Context: an optimization exercise on an open-source flow, tuned for small area, a short achievable clock period and few clock cycles per item. The choices shown serve that exercise and are no tape-out recipe. Function was checked by simulation only, so behaviour that the tests miss may differ from the original. Power is estimated from default activity; no workload was simulated.

## design.v

```verilog
package ple_pkg;
	localparam logic [2:0] OP_APPEND   = 3'd0;
	localparam logic [2:0] OP_INSERT   = 3'd1;
	localparam logic [2:0] OP_READ     = 3'd2;
	localparam logic [2:0] OP_DEL_LAST = 3'd3;
	localparam logic [2:0] OP_DEL_POS  = 3'd4;
	localparam logic [1:0] ST_OK    = 2'd0;
	localparam logic [1:0] ST_EMPTY = 2'd1;
	localparam logic [1:0] ST_FULL  = 2'd2;
	localparam logic [1:0] ST_RANGE = 2'd3;
	localparam int IN_W       = 40;
	localparam int IN_USER_W  = 3;
	localparam int OUT_W      = 104;
	localparam int OUT_USER_W = 2;
endpackage
module ple_cell #(
	parameter int DATA_WIDTH = 32
) (
	input  logic                  clk,
	input  logic                  en,
	input  logic                  sel_prev,
	input  logic                  sel_next,
	input  logic                  sel_word,
	input  logic [DATA_WIDTH-1:0] word_x,     
	input  logic [DATA_WIDTH-1:0] prev_q,     
	input  logic [DATA_WIDTH-1:0] next_q,     
	output logic [DATA_WIDTH-1:0] q
);
	logic [DATA_WIDTH-1:0] d;
	assign d = ~(({DATA_WIDTH{sel_prev}} & prev_q) |
	             ({DATA_WIDTH{sel_next}} & next_q) |
	             ({DATA_WIDTH{sel_word}} & word_x));
	always_ff @(posedge clk) begin
		if (en)
			q <= d;
	end
endmodule
module positional_list_engine_core (
	input  logic          clk,
	input  logic          arst_n,
	input  logic          s_axis_tvalid,
	output logic          s_axis_tready,
	input  logic [39:0]   s_axis_tdata,
	input  logic [2:0]    s_axis_tuser,
	output logic          m_axis_tvalid,
	input  logic          m_axis_tready,
	output logic [103:0]  m_axis_tdata,
	output logic [1:0]    m_axis_tuser
);
	localparam int N = 16;
	logic        skid_v;
	logic [2:0]  skid_op;
	logic [4:0]  skid_pos;
	logic [31:0] skid_word;
	logic        cmd_v;
	logic [2:0]  op;
	logic [4:0]  pos;
	logic [31:0] word;
	assign s_axis_tready = !skid_v;
	assign cmd_v = skid_v || s_axis_tvalid;
	assign op    = skid_v ? skid_op : s_axis_tuser;
	assign pos   = skid_v ? skid_pos : s_axis_tdata[4:0];
	assign word  = skid_v ? skid_word : s_axis_tdata[36:5];
	logic m_valid_q;    
	logic g_v;          
	logic out_free, g_done, exec;
	assign out_free = !m_valid_q || m_axis_tready;
	assign g_done   = g_v && out_free;
	assign exec     = cmd_v && (!g_v || g_done);
	logic [4:0]   cnt_q;    
	logic [N-1:0] vq;       
	logic [N+1:0] vx;
	assign vx = {2'b00, vq};
	logic is_app, is_ins, is_rd, is_dl, is_dp;
	logic full, empty, pos_ge_n;
	logic ins, del, rd_ok;
	logic [1:0] st_d;
	logic [4:0] cnt_d;
	assign is_app = (op == ple_pkg::OP_APPEND);
	assign is_ins = (op == ple_pkg::OP_INSERT);
	assign is_rd  = (op == ple_pkg::OP_READ);
	assign is_dl  = (op == ple_pkg::OP_DEL_LAST);
	assign is_dp  = (op == ple_pkg::OP_DEL_POS);
	assign full     = vq[N-1];
	assign empty    = !vq[0];
	assign pos_ge_n = pos[4] || !vx[pos[3:0]];
	assign ins   = (is_app || is_ins) && !full;
	assign del   = (is_dl || is_dp) && !empty;
	assign rd_ok = is_rd && !empty && !pos_ge_n;
	always_comb begin
		st_d = ple_pkg::ST_OK;
		if (is_app || is_ins) begin
			if (full)
				st_d = ple_pkg::ST_FULL;
		end else if (is_rd) begin
			if (empty)
				st_d = ple_pkg::ST_EMPTY;
			else if (pos_ge_n)
				st_d = ple_pkg::ST_RANGE;
		end else if (is_dl || is_dp) begin
			if (empty)
				st_d = ple_pkg::ST_EMPTY;
		end else begin
			st_d = ple_pkg::ST_RANGE;
		end
	end
	assign cnt_d = ins ? cnt_q + 5'd1 : del ? cnt_q - 5'd1 : cnt_q;
	logic [N-1:0] gp, gi, gd;
	for (genvar i = 0; i < N; i++) begin : g_ge
		assign gp[i] = (5'(i) >= pos);
		assign gi[i] = !vx[i] || (is_ins && gp[i]);
		assign gd[i] = !vx[i+1] || (is_dp && gp[i]);
	end
	logic [31:0] ent_q [N];
	logic [31:0] ent   [N];
	for (genvar i = 0; i < N; i++) begin : g_row
		logic sp, sn, sw, en;
		logic [31:0] pq, nq;
		assign ent[i] = (i % 2 == 1) ? ~ent_q[i] : ent_q[i];
		if (i == 0) begin : g_head
			assign sp = 1'b0;
			assign sw = ins && gi[i];
			assign pq = '0;
		end else begin : g_mid
			assign sp = ins && gi[i-1];
			assign sw = ins && gi[i] && !gi[i-1];
			assign pq = ent_q[i-1];
		end
		if (i == N - 1) begin : g_tail
			assign sn = 1'b0;
			assign nq = '0;
			assign en = exec && ins && gi[i];
		end else begin : g_body
			assign sn = del && gd[i];
			assign nq = ent_q[i+1];
			assign en = exec && ((ins && gi[i]) || (del && gd[i]));
		end
		ple_cell #(.DATA_WIDTH(32)) u_cell (
			.clk      (clk),
			.en       (en),
			.sel_prev (sp),
			.sel_next (sn),
			.sel_word (sw),
			.word_x   ((i % 2 == 1) ? word : ~word),
			.prev_q   (pq),
			.next_q   (nq),
			.q        (ent_q[i])
		);
	end
	logic [3:0] la_d, la_q;
	logic [4:0] tail_d;
	logic       rd_ok_q, keep_last_q, nz_q;
	logic [1:0] st_q;
	assign tail_d = cnt_d - 5'd1;
	assign la_d   = is_rd ? pos[3:0] : tail_d[3:0];
	logic [31:0] look;
	assign look = ent[la_q];
	logic [31:0] rd_o, first_o, last_o;
	logic [4:0]  cnt_o;
	logic [1:0]  st_o;
	always_ff @(posedge clk or negedge arst_n) begin
		if (!arst_n) begin
			skid_v    <= 1'b0;
			g_v       <= 1'b0;
			m_valid_q <= 1'b0;
			cnt_q     <= '0;
			vq        <= '0;
			last_o    <= '0;
		end else begin
			skid_v <= cmd_v && !exec;
			if (exec)
				g_v <= 1'b1;
			else if (g_done)
				g_v <= 1'b0;
			if (g_done)
				m_valid_q <= 1'b1;
			else if (m_axis_tready)
				m_valid_q <= 1'b0;
			if (exec) begin
				cnt_q <= cnt_d;
				if (ins)
					vq <= {vq[N-2:0], 1'b1};
				else if (del)
					vq <= {1'b0, vq[N-1:1]};
			end
			if (g_done && !keep_last_q)
				last_o <= nz_q ? look : 32'd0;
		end
	end
	always_ff @(posedge clk) begin
		if (!skid_v) begin
			skid_op   <= s_axis_tuser;
			skid_pos  <= s_axis_tdata[4:0];
			skid_word <= s_axis_tdata[36:5];
		end
		if (exec) begin
			la_q        <= la_d;
			rd_ok_q     <= rd_ok;
			keep_last_q <= is_rd;
			nz_q        <= (cnt_d != 5'd0);
			st_q        <= st_d;
		end
		if (g_done) begin
			rd_o    <= rd_ok_q ? look : 32'd0;
			first_o <= nz_q ? ent[0] : 32'd0;
			cnt_o   <= cnt_q;
			st_o    <= st_q;
		end
	end
	assign m_axis_tvalid = m_valid_q;
	assign m_axis_tdata  = {3'b000, last_o, first_o, cnt_o, rd_o};
	assign m_axis_tuser  = st_o;
endmodule
```

## constraint.sdc

```tcl
create_clock -name core_clock -period 6.0 [get_ports {clk}]
set_input_delay 1.2000 -clock core_clock [delete_from_list [all_inputs] [get_ports {clk}]]
set_output_delay 1.2000 -clock core_clock [all_outputs]
set_load 0.01 [all_outputs]
```

## flow/run.sh

```bash
#!/bin/bash
set -euo pipefail
cd "$(dirname "$0")/.."
bash standard.sh synth > synth.log 2>&1
bash standard.sh "BUFFER_PORTS_ARGS=-buffer_cell sky130_fd_sc_hd__buf_2" MATCH_CELL_FOOTPRINT=0 finish > layout.log 2>&1
```

## standard.sh

```bash
#!/bin/bash
# synth_recipe.tcl (not shown) runs the flow's synth.tcl, then flattens the netlist and writes it again
# the make line also repeats each setting of config.mk as NAME=value (left out here)
make -C /OpenROAD-flow-scripts/flow DESIGN_CONFIG=/design/flow/config.mk WORK_HOME=/design/flow/orfs CLKGATE_MAP_FILE= SYNTH_SCRIPT=/design/flow/synth_recipe.tcl "${@:-finish}"
```

## config.mk

```make
export PLATFORM = sky130hd
export DESIGN_NAME = positional_list_engine_core
export DESIGN_NICKNAME = positional_list_engine_core
export VERILOG_FILES = /design/flow/design.v
export SDC_FILE = /design/flow/constraint.sdc
export NUM_CORES = 4
export LEC_CHECK = 0
export CAP_MARGIN = 20
export CELL_PAD_IN_SITES_DETAIL_PLACEMENT = 1
export CORE_MARGIN = 2
export CORE_UTILIZATION = 35
export PLACE_DENSITY = 0.45
export SETUP_SLACK_MARGIN = 3.0
export SLEW_MARGIN = 20
```

==> run summary <==
path summary, 6_finish.rpt:
check,start,to,slack (ns),depth (start not counted)
max,la_q[1],rd_o[27],2.80,9
min,st_q[0],st_o[0],0.42,0
max reg2reg,la_q[1],rd_o[27],2.80,9
min reg2reg,st_q[0],st_o[0],0.42,0
max in group asynchronous,arst_n,skid_v,4.55,1
min in group asynchronous,arst_n,last_o[6],0.68,1
repair_timing:
item                        CTS  global route
setup buffers                78            26
setup endpoints to repair  1178           673
gates resized for setup     168            79
hold buffers                  0             0
gates cloned                  9             6
pin swaps                    28            11
registers in the layout, summed over array words and instances (netlist names), 3 cells and up:
register        cells
cnt_o               5
cnt_q               5
first_o            32
g_row.u_cell.q    512
la_q                4
last_o             32
rd_o               32
skid_op             3
skid_pos            5
skid_word          32
vq                 16
stage by stage:
stage / std cells / worst slack, ns / hold slack (ns) / total power, uW
floorplan: 2661 / 2.61 / 0.400 / 10300
global placement: 3927 / 1.55 / 0.403 / 13800
detailed placement: 3927 / 1.49 / 0.408 / 13900
CTS: 4164 / 2.90 / 0.423 / 19600
global route: 4197 / 2.90 / 0.433 / 20700
finish: 4205 / 2.80 / 0.420 / 20500
power by group:
group | internal (uW) | switching (uW)
Sequential | 6100 | 561
Clock | 3090 | 2150
Combinational | 2550 | 6040
Total | 11700 | 8750
critical path: cells and delay by family (launching register included):
kind	cells	cell delay (ns)
AO/OA/AOI/OAI	3	0.76
AND/OR/NAND/NOR	3	0.86
buffers and inverters	3	0.82
flip-flops	1	0.40
area by class of cell:
type / count / area (sq um)
fill: 9688 / 53700
sequential: 688 / 20000
multi-input combinational: 1651 / 13200
timing repair buffer: 381 / 3570
clock buffer: 112 / 2290
tap: 1265 / 1580
clock inverter: 38 / 449
inverter: 60 / 234
antenna: 9 / 22.5
timing repair inverter: 1 / 7.51
per-layer routing:
metal / wire [microns] / track usage [%] / up-vias
li1: - / - / 11800
met1: 67700 / 48.1 / 16100
met2: 79800 / 54.2 / 3451
met3: 32200 / 14.1 / 834
met4: 14700 / 23.7 / 14
met5: 148 / 0.919 / -
cells by family after synthesis:
logic type / share of synthesized area (%)
buf+inv: 4.38
fa+ha+maj: 0.149
simple gates: 7.09
xor+xnor: 0.205
other cells: 0.0112
compound gates: 25.1
flops: 59.6
mux: 3.40
layout by cell type, fill, tap and decap left out, types with 64 or more instances in the layout:
master / n
edfxtp_1: 592
a222oi_1: 449
nand2_1: 153
buf_2: 147
nor2_1: 127
buf_4: 125
a21oi_1: 95
clkbuf_16: 91
o21ai_0: 85
and2_1: 66
o22ai_1: 64
==> out/metrics.csv <==
metric,value,unit
CP Class,reg2reg,
Worst EP arrival,3.62,ns
All-Layer GR Usage,37.8,%
top post-synthesis cells by area,"edfxtp_1 (53%), a222oi_1 (13%), dfrtp_1 (4.2%), dfxtp_1 (2.4%), nand2_1 (2.0%)",
die width,313,microns
H-tree Lvls,3,
Die Area,0.0982,sq mm
DP Wirelength,108,mm
CTS tree,built,
Worst-Margin Slew,1.16,ns
outcome,no timing/DRC/antenna violations,
worst hold path class,reg2reg,
worst-skew pair later-pin latency,0.67,ns
Ports,155,
Leak,0.0130,uW
Cell Pwr Density,496,mW/mm^2
maxcap violations,0,
PortBufs,148,
fmax,313,MHz
total core area,0.0950,sq mm
crit-path max FO,54,
Layout Skew,0.0276,ns
Critical Path Max Stage Delay,0.51,ns
Period minus WS final,3.20,ns
share of the synthesized area in the top cell type,53.1,%
Post-synth ARST share,8.14,%
CTS Buf Count,81,
share of cells above drive strength 1,26.7,%
Max VDD drop,0.234,mV
initial core utilization,35.3,%
DR pass1 iterations,13,
row cnt,113,
Util after Layout,43.5,%
Final period util,53.3,%
post-synthesis register bit count,688,
iteration-0 DRC count of the detailed router,8626,
post-synthesis instance total,2659,
vias in the first global route,31400,
final max-slew violation count,0,
RSZ-0062 raised after global routing,yes,
"Cell Chain, Critical Path","buf_12, inv_1, nand2_2, buf_4, o22ai_1, a222oi_1, nand3_1, o22a_1, and2_1",
DRT Wirelength,195,mm
Clock Path Buffers,3,
"Seq/Total Area, Yosys",59.6,%
commonest cells in the synthesized netlist,"edfxtp_1 (592), a222oi_1 (449), nand2_1 (177)",
Post-synth EDFFs,592,
prevailing post-synth register cell,edfxtp_1,
via count,32200,
largest net degree at the start of global routing,104,
crit path capture type,flop,
Root Driver,clkbuf_16,
Setup-failing EPs final,0,
critical path required time,6.42,ns
nets,2915,
Vias/cell,7.66,
grt ovf,0,
Die Height,313,microns
library cells used by synthesis,85,
Sink Count,688,
Avg Inst Size Synth,12.6,sq um
Post-Synthesis Cell Area,0.0335,sq mm
first-pass GRT wire length,259,mm
post-route cell area,0.0413,sq mm
"Hold Vio Cnt, Final",0,
Antenna Nets Post-Route,0,
dominant cell type by area after synthesis,edfxtp_1,
Fin Setup TNS,0,ns
GP Congestion,0.953,
most common cell in the netlist,edfxtp_1,
Max-slew headroom,23.0,%
YS warnings,5,
drt drc,0,
initial antenna violation count,18,
Area growth syn-to-layout,23.3,%
Crit-path slowest cell,nand2_2,
clock transition at the registers of the reported paths,0.06,ns
Worst setup SP type,flop,
DP Area,0.0362,sq mm
average wire per standard cell,46.3,microns
Testbench counts, summed over its fixed seeds: cycles 12,016, items 12,000.

-- separate check: timing with driven ports --
The flow's constraints put no driver on any port. The routed layout listed below was extracted and timed again, unchanged, in two steps.
Step 1 sets driving cells, clkbuf_16 on the clock port and buf_2 on the other inputs (assumed; they add their load-dependent delay and slew).
Step 2, shift: input delay + t, output delay - t, t = (earliest + latest rising clock arrival at the registers) / 2. This alone moves slack from input paths to output paths.
Three values: ideal ports, drivers, drivers and shift; two values: the first two.
t (ns): 0.722
setup WS [ns]: 2.803 / 2.803 / 2.265
worst slew at a driven data input, ns: 0.07
After both steps this run still meets setup and hold. For this run, drivers alone change the setup slack by 0.000 ns; drivers and shift together by -0.538 ns.
